Source: an optimization exercise on an open RTL-to-GDS flow (aim: small area). Production flows keep margins and buffers that such runs may drop.
In this exercise RTL edits were held to simulation tests only and were not proved equivalent to the original.
No activity file was given, so power comes from the tool's default toggle rates. The flow treats the clock pin as an ideal source, which a real chip does not have.

==> maple <==
==> flow/design.v <==
package cnn_pkg;
    localparam int IMG_DIM     = 6;
    localparam int KER_DIM     = 3;
    localparam int NUM_KERNELS = 2;
    localparam int MAP_DIM     = IMG_DIM - KER_DIM + 1;
    localparam int NUM_FEATURES = NUM_KERNELS * (MAP_DIM / 2) * (MAP_DIM / 2);
    localparam int NUM_CLASSES  = 4;
    localparam int CONV_WEIGHTS  = NUM_KERNELS * KER_DIM * KER_DIM;
    localparam int TOTAL_WEIGHTS = CONV_WEIGHTS + NUM_CLASSES * NUM_FEATURES;
    localparam int WADDR_W       = $clog2(TOTAL_WEIGHTS);
    typedef logic signed [7:0]  pixel_t;
    typedef logic signed [31:0] acc_t;
    typedef struct packed {
        logic               valid;
        logic [WADDR_W-1:0] addr;
    } wt_req_t;
    typedef struct packed {
        logic [$clog2(NUM_KERNELS)-1:0] kernel;
        logic [$clog2(MAP_DIM)-1:0]     row;
        logic [$clog2(MAP_DIM)-1:0]     col;
        acc_t                           sum;
    } map_px_t;
    typedef pixel_t [NUM_FEATURES-1:0] feature_vec_t;
    typedef enum logic [1:0] {
        C_IDLE,
        C_LOAD,
        C_COMPUTE,
        C_EMIT
    } conv_state_t;
    typedef enum logic [1:0] {
        F_IDLE,
        F_COMPUTE,
        F_OUTPUT
    } fc_state_t;
endpackage
`timescale 1ns/1ps
module cnn_top
#(
    parameter int RELU_SHIFT = 4
)
(
    input  logic            clk,
    input  logic            resetn,
    input  logic            weight_tvalid,
    output logic            weight_tready,
    input  cnn_pkg::pixel_t weight_tdata,
    input  logic            image_tvalid,
    output logic            image_tready,
    input  cnn_pkg::pixel_t image_tdata,
    output logic            result_tvalid,
    input  logic            result_tready,
    output cnn_pkg::acc_t   result_tdata,
    output logic            result_tlast
);
    localparam logic [2:0] S_IN  = 3'd0;    
    localparam logic [2:0] S_W   = 3'd1;    
    localparam logic [2:0] S_P   = 3'd2;    
    localparam logic [2:0] S_RW  = 3'd3;    
    localparam logic [2:0] S_RT  = 3'd4;    
    localparam logic [2:0] S_PL  = 3'd5;    
    localparam logic [2:0] S_OUT = 3'd6;    
    logic [399:0]       wring;
    logic [119:0]       pring;
    logic [55:0]        fring;
    logic signed [18:0] acc;
    logic [5:0] c;        
    logic [2:0] pf;       
    logic [3:0] pa;       
    logic [5:0] wt;       
    logic       loaded;
    logic [2:0] st;
    logic       fcm;      
    logic       k;
    logic [2:0] p;        
    logic [1:0] j;
    logic [2:0] R, C;     
    logic [2:0] s;        
    assign wt = {k, j, p};
    logic [7:0] w49, px14;
    logic [6:0] f7;
    assign w49  = wring[399:392];
    assign px14 = pring[119:112];
    assign f7   = fring[55:49];
    logic wfire;
    assign weight_tready = !loaded && (c == wt);
    assign wfire         = weight_tvalid && weight_tready;
    logic [7:0] w_in;
    always_comb
    begin
        if (wfire)
            w_in = {weight_tdata[0], weight_tdata[7:1]};
        else if (st == S_RT)
            w_in = {w49[6:0], w49[7]};
        else
            w_in = w49;
    end
    logic ifire;
    assign image_tready = loaded && (st == S_IN) && (pa == 4'd0);
    assign ifire        = image_tvalid && image_tready;
    logic [2:0] nR, nC;
    always_comb
    begin
        if (C == 3'd5)
        begin
            nC = 3'd0;
            nR = (R == 3'd5) ? 3'd0 : R + 3'd1;
        end
        else
        begin
            nC = C + 3'd1;
            nR = R;
        end
    end
    logic       tap;
    logic [1:0] kr;
    always_comb
    begin
        tap = 1'b0;
        kr  = 2'd0;
        case (pa)
            4'd0, 4'd1, 4'd2:    begin tap = 1'b1; kr = 2'd0; end
            4'd6, 4'd7, 4'd8:    begin tap = 1'b1; kr = 2'd1; end
            4'd12, 4'd13, 4'd14: begin tap = 1'b1; kr = 2'd2; end
            default:             begin tap = 1'b0; kr = 2'd0; end
        endcase
    end
    logic [3:0] sel;
    logic [10:0] tapbits;
    assign sel = {1'b0, s} + ((kr == 2'd1) ? 4'd3 : (kr == 2'd2) ? 4'd6 : 4'd0);
    genvar g;
    generate
        for (g = 0; g < 11; g++)
        begin : g_tap
            assign tapbits[g] = wring[8*g+7];
        end
    endgenerate
    logic wbit;
    assign wbit = fcm ? wring[7] : tapbits[sel];
    logic mac, first, neg, add, dbl;
    assign mac   = (st == S_P) && (fcm || tap);
    assign first = (st == S_P) && (fcm ? (pf == 3'd0) : (pa == 4'd0));
    assign neg   = (p == 3'd0);
    assign add   = mac && wbit;
    assign dbl   = first || (st == S_RT && neg);
    logic [7:0]  op;
    logic [18:0] opx, tx, base;
    assign op   = fcm ? {1'b0, f7} : px14;
    assign opx  = {{11{op[7]}}, op};
    assign tx   = add ? (neg ? ~opx : opx) : 19'd0;
    assign base = dbl ? {acc[17:0], 1'b0} : acc;
    logic [6:0] q;
    always_comb
    begin
        if (acc[18])
            q = 7'd0;
        else if (|acc[17:RELU_SHIFT+7])
            q = 7'd127;
        else
            q = acc[RELU_SHIFT+6:RELU_SHIFT];
    end
    logic [2:0] f;
    logic       pfirst, pwr;
    assign f      = {k, R[2], C[2]};
    assign pfirst = !R[0] && !C[0];
    assign pwr    = (st == S_PL) && (pf == f) && (pfirst || q > f7);
    logic conv_go, fc_go;
    assign conv_go = (pa == 4'd14) && (k ? (c >= 6'd23 && c <= 6'd27) : (c >= 6'd14 && c <= 6'd18));
    assign fc_go   = (pf == 3'd7) && (c == {1'b1, j, 3'b000});
    logic [18:0] acc_sum;
    logic [19:0] acc_cy;
    always_comb
    begin
        acc_cy[0] = add && neg;
        for (int i = 0; i < 19; i++)
        begin
            acc_sum[i]  = base[i] ^ tx[i] ^ acc_cy[i];
            acc_cy[i+1] = (base[i] & tx[i]) | (acc_cy[i] & (base[i] ^ tx[i]));
        end
    end
    always_ff @(posedge clk)
    begin
        wring <= {wring[391:0], w_in};
        pring <= {pring[111:0], ifire ? image_tdata : px14};
        fring <= {fring[48:0], pwr ? q : f7};
        acc   <= acc_sum;
        if (st == S_W && conv_go)
            s <= c[2:0] + (k ? 3'd1 : 3'd2);
    end
    always_ff @(posedge clk or negedge resetn)
    begin
        if (!resetn)
        begin
            c      <= 6'd14;
            pf     <= 3'd1;
            pa     <= 4'd0;
            loaded <= 1'b0;
            st     <= S_IN;
            fcm    <= 1'b0;
            k      <= 1'b0;
            j      <= 2'd1;
            p      <= 3'd6;
            R      <= 3'd5;
            C      <= 3'd5;
        end
        else
        begin
            c  <= (&c) ? 6'd14 : c + 6'd1;
            pf <= pf + 3'd1;
            pa <= (ifire || pa == 4'd14) ? 4'd0 : pa + 4'd1;
            if (wfire)
            begin
                {k, j, p} <= wt + 6'd1;
                if (&wt)
                    loaded <= 1'b1;
            end
            case (st)
                S_IN:
                begin
                    if (ifire)
                    begin
                        R <= nR;
                        C <= nC;
                        if ((nR >= 3'd2) && (nC >= 3'd2))
                            st <= S_RW;
                    end
                end
                S_W:
                begin
                    if (fcm ? fc_go : conv_go)
                        st <= S_P;
                end
                S_P:
                begin
                    if (fcm ? (pf == 3'd7) : (pa == 4'd14))
                    begin
                        p  <= p + 3'd1;
                        st <= (p == 3'd7) ? (fcm ? S_OUT : S_PL) : S_RW;
                    end
                end
                S_RW:
                begin
                    if (&c)
                        st <= S_RT;
                end
                S_RT:
                begin
                    if (&c)
                        st <= S_W;
                end
                S_PL:
                begin
                    if (pf == f)
                    begin
                        k <= !k;
                        if (!k)
                            st <= S_RW;
                        else if (R == 3'd5 && C == 3'd5)
                        begin
                            fcm <= 1'b1;
                            st  <= S_RW;
                        end
                        else
                            st <= S_IN;
                    end
                end
                S_OUT:
                begin
                    if (result_tready)
                    begin
                        j <= j + 2'd1;
                        if (j == 2'd3)
                        begin
                            fcm <= 1'b0;
                            st  <= S_IN;
                        end
                        else
                            st <= S_RW;
                    end
                end
                default:
                    st <= S_IN;
            endcase
        end
    end
    assign result_tvalid = (st == S_OUT);
    assign result_tdata  = {{13{acc[18]}}, acc};
    assign result_tlast  = (j == 2'd3);
endmodule
==> flow/flow/run.sh <==
#!/bin/bash
# The standard layout (standard.sh) with three changes:
#  - synthesis maps logic with an area-oriented ABC script (flow/my_synth.tcl);
#  - port buffers are buf_1 cells;
#  - clock tree synthesis inserts no dummy loads.
set -euo pipefail
here=$PWD
bash standard.sh SYNTH_SCRIPT=$here/flow/my_synth.tcl synth > synth.log 2>&1
export BUFFER_PORTS_ARGS="-buffer_cell sky130_fd_sc_hd__buf_1"
export CTS_ARGS="-sink_clustering_enable -repair_clock_nets -dont_use_dummy_load -sink_clustering_size 32 -sink_clustering_max_diameter 80 -buf_list {sky130_fd_sc_hd__clkbuf_8 sky130_fd_sc_hd__clkbuf_16}"
bash standard.sh > layout.log 2>&1
==> flow/flow/area.abc <==
strash
 &get -n
 &fraig -x
 &put
 scorr
 dc2
 dretime
 strash
 dch -f
 amap -m -F 8 -A 16
 topo
==> flow/flow/my_synth.tcl <==
# The standard synthesis script (synth_recipe.tcl) with two changes that only
# affect combinational mapping: no full-adder extraction, and an area-oriented
# ABC script (area.abc beside this file) in place of ORFS's speed script.
# Flip-flop mapping, flattening and renaming are unchanged.
set ::area_abc_script [file join [file dirname [file normalize [info script]]] area.abc]
proc abc {args} {
  set i [lsearch -exact $args -script]
  if {$i >= 0} { lset args [expr {$i + 1}] $::area_abc_script }
  yosys abc {*}$args
}
proc extract_fa {args} {}
proc synth {args} { yosys synth -nofsm -noshare {*}$args }
source $::env(SCRIPTS_DIR)/synth.tcl
# left out here: clear keep_hierarchy, flatten, clean up, hide names made inside functions, write 1_2_yosys.v
==> flow/standard.sh <==
#!/bin/bash
# synth_recipe.tcl (not shown) runs the flow's synth.tcl, then flattens the netlist and writes it again
# the make line also repeats each setting of config.mk as NAME=value (left out here)
make -C /OpenROAD-flow-scripts/flow DESIGN_CONFIG=/design/flow/config.mk WORK_HOME=/design/flow/orfs CLKGATE_MAP_FILE= SYNTH_SCRIPT=/design/flow/synth_recipe.tcl "${@:-finish}"
==> flow/config.mk <==
export PLATFORM = sky130hd
export DESIGN_NAME = cnn_top
export DESIGN_NICKNAME = cnn_top
export VERILOG_FILES = /design/flow/design.v
export SDC_FILE = /design/flow/constraint.sdc
export NUM_CORES = 4
export LEC_CHECK = 0
export CAP_MARGIN = 20
export CORE_MARGIN = 2
export CORE_UTILIZATION = 70
export SLEW_MARGIN = 20
==> flow/constraint.sdc <==
create_clock -name core_clock -period 11.0 [get_ports {clk}]
set_input_delay 2.2000 -clock core_clock [delete_from_list [all_inputs] [get_ports {clk}]]
set_output_delay 2.2000 -clock core_clock [all_outputs]
set_load 0.01 [all_outputs]
==> yarrow (differences from maple) <==
--- a/flow/design.v
+++ b/flow/design.v
@@ -88,7 +88,7 @@
     always_comb
     begin
         if (wfire)
-            w_in = {weight_tdata[0], weight_tdata[7:1]};
+            w_in = weight_tdata;
         else if (st == S_RT)
             w_in = {w49[6:0], w49[7]};
         else
@@ -136,18 +136,17 @@
     endgenerate
     logic wbit;
     assign wbit = fcm ? wring[7] : tapbits[sel];
-    logic mac, first, neg, add, dbl;
+    logic mac, first, neg, add;
     assign mac   = (st == S_P) && (fcm || tap);
     assign first = (st == S_P) && (fcm ? (pf == 3'd0) : (pa == 4'd0));
     assign neg   = (p == 3'd0);
     assign add   = mac && wbit;
-    assign dbl   = first || (st == S_RT && neg);
     logic [7:0]  op;
     logic [18:0] opx, tx, base;
     assign op   = fcm ? {1'b0, f7} : px14;
     assign opx  = {{11{op[7]}}, op};
     assign tx   = add ? (neg ? ~opx : opx) : 19'd0;
-    assign base = dbl ? {acc[17:0], 1'b0} : acc;
+    assign base = first ? (neg ? 19'd0 : {acc[17:0], 1'b0}) : acc;
     logic [6:0] q;
     always_comb
     begin
@@ -221,7 +220,7 @@
                         R <= nR;
                         C <= nC;
                         if ((nR >= 3'd2) && (nC >= 3'd2))
-                            st <= S_RW;
+                            st <= S_W;
                     end
                 end
                 S_W:
@@ -234,7 +233,7 @@
                     if (fcm ? (pf == 3'd7) : (pa == 4'd14))
                     begin
                         p  <= p + 3'd1;
-                        st <= (p == 3'd7) ? (fcm ? S_OUT : S_PL) : S_RW;
+                        st <= S_RW;
                     end
                 end
                 S_RW:
@@ -245,7 +244,7 @@
                 S_RT:
                 begin
                     if (&c)
-                        st <= S_W;
+                        st <= (p != 3'd0) ? S_W : (fcm ? S_OUT : S_PL);
                 end
                 S_PL:
                 begin
@@ -253,11 +252,11 @@
                     begin
                         k <= !k;
                         if (!k)
-                            st <= S_RW;
+                            st <= S_W;
                         else if (R == 3'd5 && C == 3'd5)
                         begin
                             fcm <= 1'b1;
-                            st  <= S_RW;
+                            st  <= S_W;
                         end
                         else
                             st <= S_IN;
@@ -274,7 +273,7 @@
                             st  <= S_IN;
                         end
                         else
-                            st <= S_RW;
+                            st <= S_W;
                     end
                 end
                 default:
==> flow/flow/run.sh (replaced) <==
#!/bin/bash
# The standard layout (standard.sh) with three changes:
#  - synthesis maps logic with an area-oriented ABC script (flow/my_synth.tcl);
#  - port buffers are buf_1 cells;
#  - clock tree synthesis inserts no dummy loads.
set -euo pipefail
here=$PWD
bash standard.sh SYNTH_SCRIPT=$here/flow/my_synth.tcl synth > synth.log 2>&1
export BUFFER_PORTS_ARGS="-buffer_cell sky130_fd_sc_hd__buf_1"
export CTS_ARGS="-sink_clustering_enable -repair_clock_nets -dont_use_dummy_load -sink_clustering_size 18 -sink_clustering_max_diameter 60 -buf_list {sky130_fd_sc_hd__clkbuf_8 sky130_fd_sc_hd__clkbuf_16} -root_buf sky130_fd_sc_hd__clkbuf_16 -sink_clustering_buffer sky130_fd_sc_hd__clkbuf_8"
bash standard.sh > layout.log 2>&1
==> flow/flow/area.abc (replaced) <==
strash
 &get -n
 &fraig -x
 &put
 scorr
 dc2
 dretime
 strash
 &get -n
 &dch -f
 &nf -R 1000
 &put
CORE_UTILIZATION = 65   (was 70)
CTS_BUF_LIST = sky130_fd_sc_hd__clkbuf_8 sky130_fd_sc_hd__clkbuf_16   (was unset)
CTS_CLUSTER_DIAMETER = 100   (was unset)
CTS_CLUSTER_SIZE = 30   (was unset)
==> tundra (differences from maple) <==
--- a/flow/design.v
+++ b/flow/design.v
@@ -88,7 +88,7 @@
     always_comb
     begin
         if (wfire)
-            w_in = {weight_tdata[0], weight_tdata[7:1]};
+            w_in = weight_tdata;
         else if (st == S_RT)
             w_in = {w49[6:0], w49[7]};
         else
@@ -136,18 +136,17 @@
     endgenerate
     logic wbit;
     assign wbit = fcm ? wring[7] : tapbits[sel];
-    logic mac, first, neg, add, dbl;
+    logic mac, first, neg, add;
     assign mac   = (st == S_P) && (fcm || tap);
     assign first = (st == S_P) && (fcm ? (pf == 3'd0) : (pa == 4'd0));
     assign neg   = (p == 3'd0);
     assign add   = mac && wbit;
-    assign dbl   = first || (st == S_RT && neg);
     logic [7:0]  op;
     logic [18:0] opx, tx, base;
     assign op   = fcm ? {1'b0, f7} : px14;
     assign opx  = {{11{op[7]}}, op};
     assign tx   = add ? (neg ? ~opx : opx) : 19'd0;
-    assign base = dbl ? {acc[17:0], 1'b0} : acc;
+    assign base = first ? (neg ? 19'd0 : {acc[17:0], 1'b0}) : acc;
     logic [6:0] q;
     always_comb
     begin
@@ -221,7 +220,7 @@
                         R <= nR;
                         C <= nC;
                         if ((nR >= 3'd2) && (nC >= 3'd2))
-                            st <= S_RW;
+                            st <= S_W;
                     end
                 end
                 S_W:
@@ -234,7 +233,7 @@
                     if (fcm ? (pf == 3'd7) : (pa == 4'd14))
                     begin
                         p  <= p + 3'd1;
-                        st <= (p == 3'd7) ? (fcm ? S_OUT : S_PL) : S_RW;
+                        st <= S_RW;
                     end
                 end
                 S_RW:
@@ -245,7 +244,7 @@
                 S_RT:
                 begin
                     if (&c)
-                        st <= S_W;
+                        st <= (p != 3'd0) ? S_W : (fcm ? S_OUT : S_PL);
                 end
                 S_PL:
                 begin
@@ -253,11 +252,11 @@
                     begin
                         k <= !k;
                         if (!k)
-                            st <= S_RW;
+                            st <= S_W;
                         else if (R == 3'd5 && C == 3'd5)
                         begin
                             fcm <= 1'b1;
-                            st  <= S_RW;
+                            st  <= S_W;
                         end
                         else
                             st <= S_IN;
@@ -274,7 +273,7 @@
                             st  <= S_IN;
                         end
                         else
-                            st <= S_RW;
+                            st <= S_W;
                     end
                 end
                 default:
==> flow/run.sh (new file) <==
#!/bin/bash
# synth_recipe.tcl (not shown) runs the flow's synth.tcl, then flattens the netlist and writes it again
# the make line also repeats each setting of config.mk as NAME=value (left out here)
make -C /OpenROAD-flow-scripts/flow DESIGN_CONFIG=/design/flow/config.mk WORK_HOME=/design/flow/orfs CLKGATE_MAP_FILE= SYNTH_SCRIPT=/design/flow/synth_recipe.tcl finish
CORE_UTILIZATION = 65   (was 70)
CTS_BUF_LIST = sky130_fd_sc_hd__clkbuf_8 sky130_fd_sc_hd__clkbuf_16   (was unset)
CTS_CLUSTER_DIAMETER = 100   (was unset)
CTS_CLUSTER_SIZE = 30   (was unset)
removed: flow/flow/run.sh
removed: flow/flow/area.abc
removed: flow/flow/my_synth.tcl
removed: flow/standard.sh
==> ember (differences from maple) <==
--- a/flow/design.v
+++ b/flow/design.v
@@ -75,7 +75,6 @@
     logic [1:0] j;
     logic [2:0] R, C;     
     logic [2:0] s;        
-    assign wt = {k, j, p};
     logic [7:0] w49, px14;
     logic [6:0] f7;
     assign w49  = wring[399:392];
@@ -88,7 +87,7 @@
     always_comb
     begin
         if (wfire)
-            w_in = {weight_tdata[0], weight_tdata[7:1]};
+            w_in = weight_tdata;
         else if (st == S_RT)
             w_in = {w49[6:0], w49[7]};
         else
@@ -136,18 +135,17 @@
     endgenerate
     logic wbit;
     assign wbit = fcm ? wring[7] : tapbits[sel];
-    logic mac, first, neg, add, dbl;
+    logic mac, first, neg, add;
     assign mac   = (st == S_P) && (fcm || tap);
     assign first = (st == S_P) && (fcm ? (pf == 3'd0) : (pa == 4'd0));
     assign neg   = (p == 3'd0);
     assign add   = mac && wbit;
-    assign dbl   = first || (st == S_RT && neg);
     logic [7:0]  op;
     logic [18:0] opx, tx, base;
     assign op   = fcm ? {1'b0, f7} : px14;
     assign opx  = {{11{op[7]}}, op};
     assign tx   = add ? (neg ? ~opx : opx) : 19'd0;
-    assign base = dbl ? {acc[17:0], 1'b0} : acc;
+    assign base = first ? (neg ? 19'd0 : {acc[17:0], 1'b0}) : acc;
     logic [6:0] q;
     always_comb
     begin
@@ -164,53 +162,43 @@
     assign pfirst = !R[0] && !C[0];
     assign pwr    = (st == S_PL) && (pf == f) && (pfirst || q > f7);
     logic conv_go, fc_go;
-    assign conv_go = (pa == 4'd14) && (k ? (c >= 6'd23 && c <= 6'd27) : (c >= 6'd14 && c <= 6'd18));
-    assign fc_go   = (pf == 3'd7) && (c == {1'b1, j, 3'b000});
-    logic [18:0] acc_sum;
-    logic [19:0] acc_cy;
-    always_comb
-    begin
-        acc_cy[0] = add && neg;
-        for (int i = 0; i < 19; i++)
-        begin
-            acc_sum[i]  = base[i] ^ tx[i] ^ acc_cy[i];
-            acc_cy[i+1] = (base[i] & tx[i]) | (acc_cy[i] & (base[i] ^ tx[i]));
-        end
-    end
+    assign conv_go = (pa == 4'd14) && (k ? (c >= 6'd9 && c <= 6'd13) : (c <= 6'd4));
+    assign fc_go   = (pf == 3'd7) && (c == 6'd18 + {1'b0, j, 3'b000});
     always_ff @(posedge clk)
     begin
         wring <= {wring[391:0], w_in};
         pring <= {pring[111:0], ifire ? image_tdata : px14};
         fring <= {fring[48:0], pwr ? q : f7};
-        acc   <= acc_sum;
+        acc   <= base + tx + {18'd0, add && neg};
         if (st == S_W && conv_go)
-            s <= c[2:0] + (k ? 3'd1 : 3'd2);
+            s <= k ? 3'(c - 6'd9) : c[2:0];
     end
     always_ff @(posedge clk or negedge resetn)
     begin
         if (!resetn)
         begin
-            c      <= 6'd14;
+            c      <= 6'd0;
             pf     <= 3'd1;
             pa     <= 4'd0;
+            wt     <= 6'd0;
             loaded <= 1'b0;
             st     <= S_IN;
             fcm    <= 1'b0;
             k      <= 1'b0;
-            j      <= 2'd1;
-            p      <= 3'd6;
+            p      <= 3'd0;
+            j      <= 2'd0;
             R      <= 3'd5;
             C      <= 3'd5;
         end
         else
         begin
-            c  <= (&c) ? 6'd14 : c + 6'd1;
+            c  <= (c == 6'd49) ? 6'd0 : c + 6'd1;
             pf <= pf + 3'd1;
             pa <= (ifire || pa == 4'd14) ? 4'd0 : pa + 4'd1;
             if (wfire)
             begin
-                {k, j, p} <= wt + 6'd1;
-                if (&wt)
+                wt <= wt + 6'd1;
+                if (wt == 6'd49)
                     loaded <= 1'b1;
             end
             case (st)
@@ -221,7 +209,7 @@
                         R <= nR;
                         C <= nC;
                         if ((nR >= 3'd2) && (nC >= 3'd2))
-                            st <= S_RW;
+                            st <= S_W;
                     end
                 end
                 S_W:
@@ -234,18 +222,18 @@
                     if (fcm ? (pf == 3'd7) : (pa == 4'd14))
                     begin
                         p  <= p + 3'd1;
-                        st <= (p == 3'd7) ? (fcm ? S_OUT : S_PL) : S_RW;
+                        st <= S_RW;
                     end
                 end
                 S_RW:
                 begin
-                    if (&c)
+                    if (c == 6'd49)
                         st <= S_RT;
                 end
                 S_RT:
                 begin
-                    if (&c)
-                        st <= S_W;
+                    if (c == 6'd49)
+                        st <= (p != 3'd0) ? S_W : (fcm ? S_OUT : S_PL);
                 end
                 S_PL:
                 begin
@@ -253,11 +241,11 @@
                     begin
                         k <= !k;
                         if (!k)
-                            st <= S_RW;
+                            st <= S_W;
                         else if (R == 3'd5 && C == 3'd5)
                         begin
                             fcm <= 1'b1;
-                            st  <= S_RW;
+                            st  <= S_W;
                         end
                         else
                             st <= S_IN;
@@ -274,7 +262,7 @@
                             st  <= S_IN;
                         end
                         else
-                            st <= S_RW;
+                            st <= S_W;
                     end
                 end
                 default:
==> flow/run.sh (new file) <==
#!/bin/bash
# synth_recipe.tcl (not shown) runs the flow's synth.tcl, then flattens the netlist and writes it again
# the make line also repeats each setting of config.mk as NAME=value (left out here)
make -C /OpenROAD-flow-scripts/flow DESIGN_CONFIG=/design/flow/config.mk WORK_HOME=/design/flow/orfs CLKGATE_MAP_FILE= SYNTH_SCRIPT=/design/flow/synth_recipe.tcl finish
ABC_AREA = 1   (was unset)
CORE_UTILIZATION = 40   (was 70)
CTS_BUF_LIST = sky130_fd_sc_hd__clkbuf_4   (was unset)
CTS_CLUSTER_SIZE = 30   (was unset)
removed: flow/flow/run.sh
removed: flow/flow/area.abc
removed: flow/flow/my_synth.tcl
removed: flow/standard.sh
==> impl_metrics.yaml <==
cells_and_area:
  n_all_inverters: 13
  signal_buffers: 61
  instances_no_fill: 1498
status:
  status: "complete, no violations"
worst_setup_path:
  cp_slowest_stage_delay_ns: 0.46
die:
  start_util_pct: 65.8
place:
  dp_worst_setup_slack_ns: 3.81
The numbers above come from yarrow.

==> impl_metrics.yaml <==
status:
  status: "complete, no violations"
cells_and_area:
  instances_no_fill: 1432
  signal_buffers: 59
  n_all_inverters: 55
sta:
  drv_slew: 0
place:
  port-buffer-count: 56
  dp_worst_setup_slack_ns: 0.453
worst_setup_path:
  cp_slowest_stage_delay_ns: 0.49
drt:
  wl_met2_um: 8940
die:
  start_util_pct: 65.7
The numbers above come from tundra.

==> impl_metrics.yaml <==
status:
  status: "complete, no violations"
cells_and_area:
  n_all_inverters: 51
  signal_buffers: 59
place:
  dp_worst_setup_slack_ns: 3.81
worst_setup_path:
  cp_slowest_stage_delay_ns: 0.43
  cpMaxStageDelayCell: "dfrtp_1"
global_route:
  use_met1_pct: 27.9
yosys:
  synthAdderAreaFrac_pct: 0
cts:
  cts_sinks: 628
drt:
  wl_met2_um: 9490
The numbers above come from maple.

==> impl_metrics.yaml <==
cells_and_area:
  instances_no_fill: 2158
  signal_buffers: 56
status:
  status: "complete, no violations"
power:
  intPower_mw: 4.06
die:
  start_util_pct: 40.7
worst_hold_path:
  min-delay-start: "pring[9]$_DFF_P_"
place:
  dp_worst_setup_slack_ns: 6.42
The numbers above come from ember.

==> separate check: timing with driven ports <==
No port has a modelled driver above. Below, the same layouts with a new extraction and two added sets of constraints. Step 1, drivers: a clkbuf_16 drives clk and a buf_2 each remaining input, both assumed. Step 2 also shifts input and output timing later by t, the mid clock arrival at the registers, as if the neighbouring blocks saw the same clock. Three values: no drivers, after step 1, after step 2; two values: the first two.
| run | shift t [ns] | slack for setup (ns) | latest minus earliest clock arrival (ns) | worst slew at a driven data input, ns |
|---|---|---|---|---|
| maple | 0.571 | 3.610 / 3.610 / 3.610 | 0.032 / 0.032 | 0.03 |
| yarrow | 0.526 | 3.691 / 3.691 / 3.691 | 0.073 / 0.073 | 0.03 |
| tundra | 0.589 | 0.506 / 0.506 / 0.506 | 0.022 / 0.021 | 0.03 |
| ember | 0.871 | 5.857 / 5.811 / 6.361 | 0.063 / 0.063 | 0.04 |
After both steps every run listed still meets setup and hold.
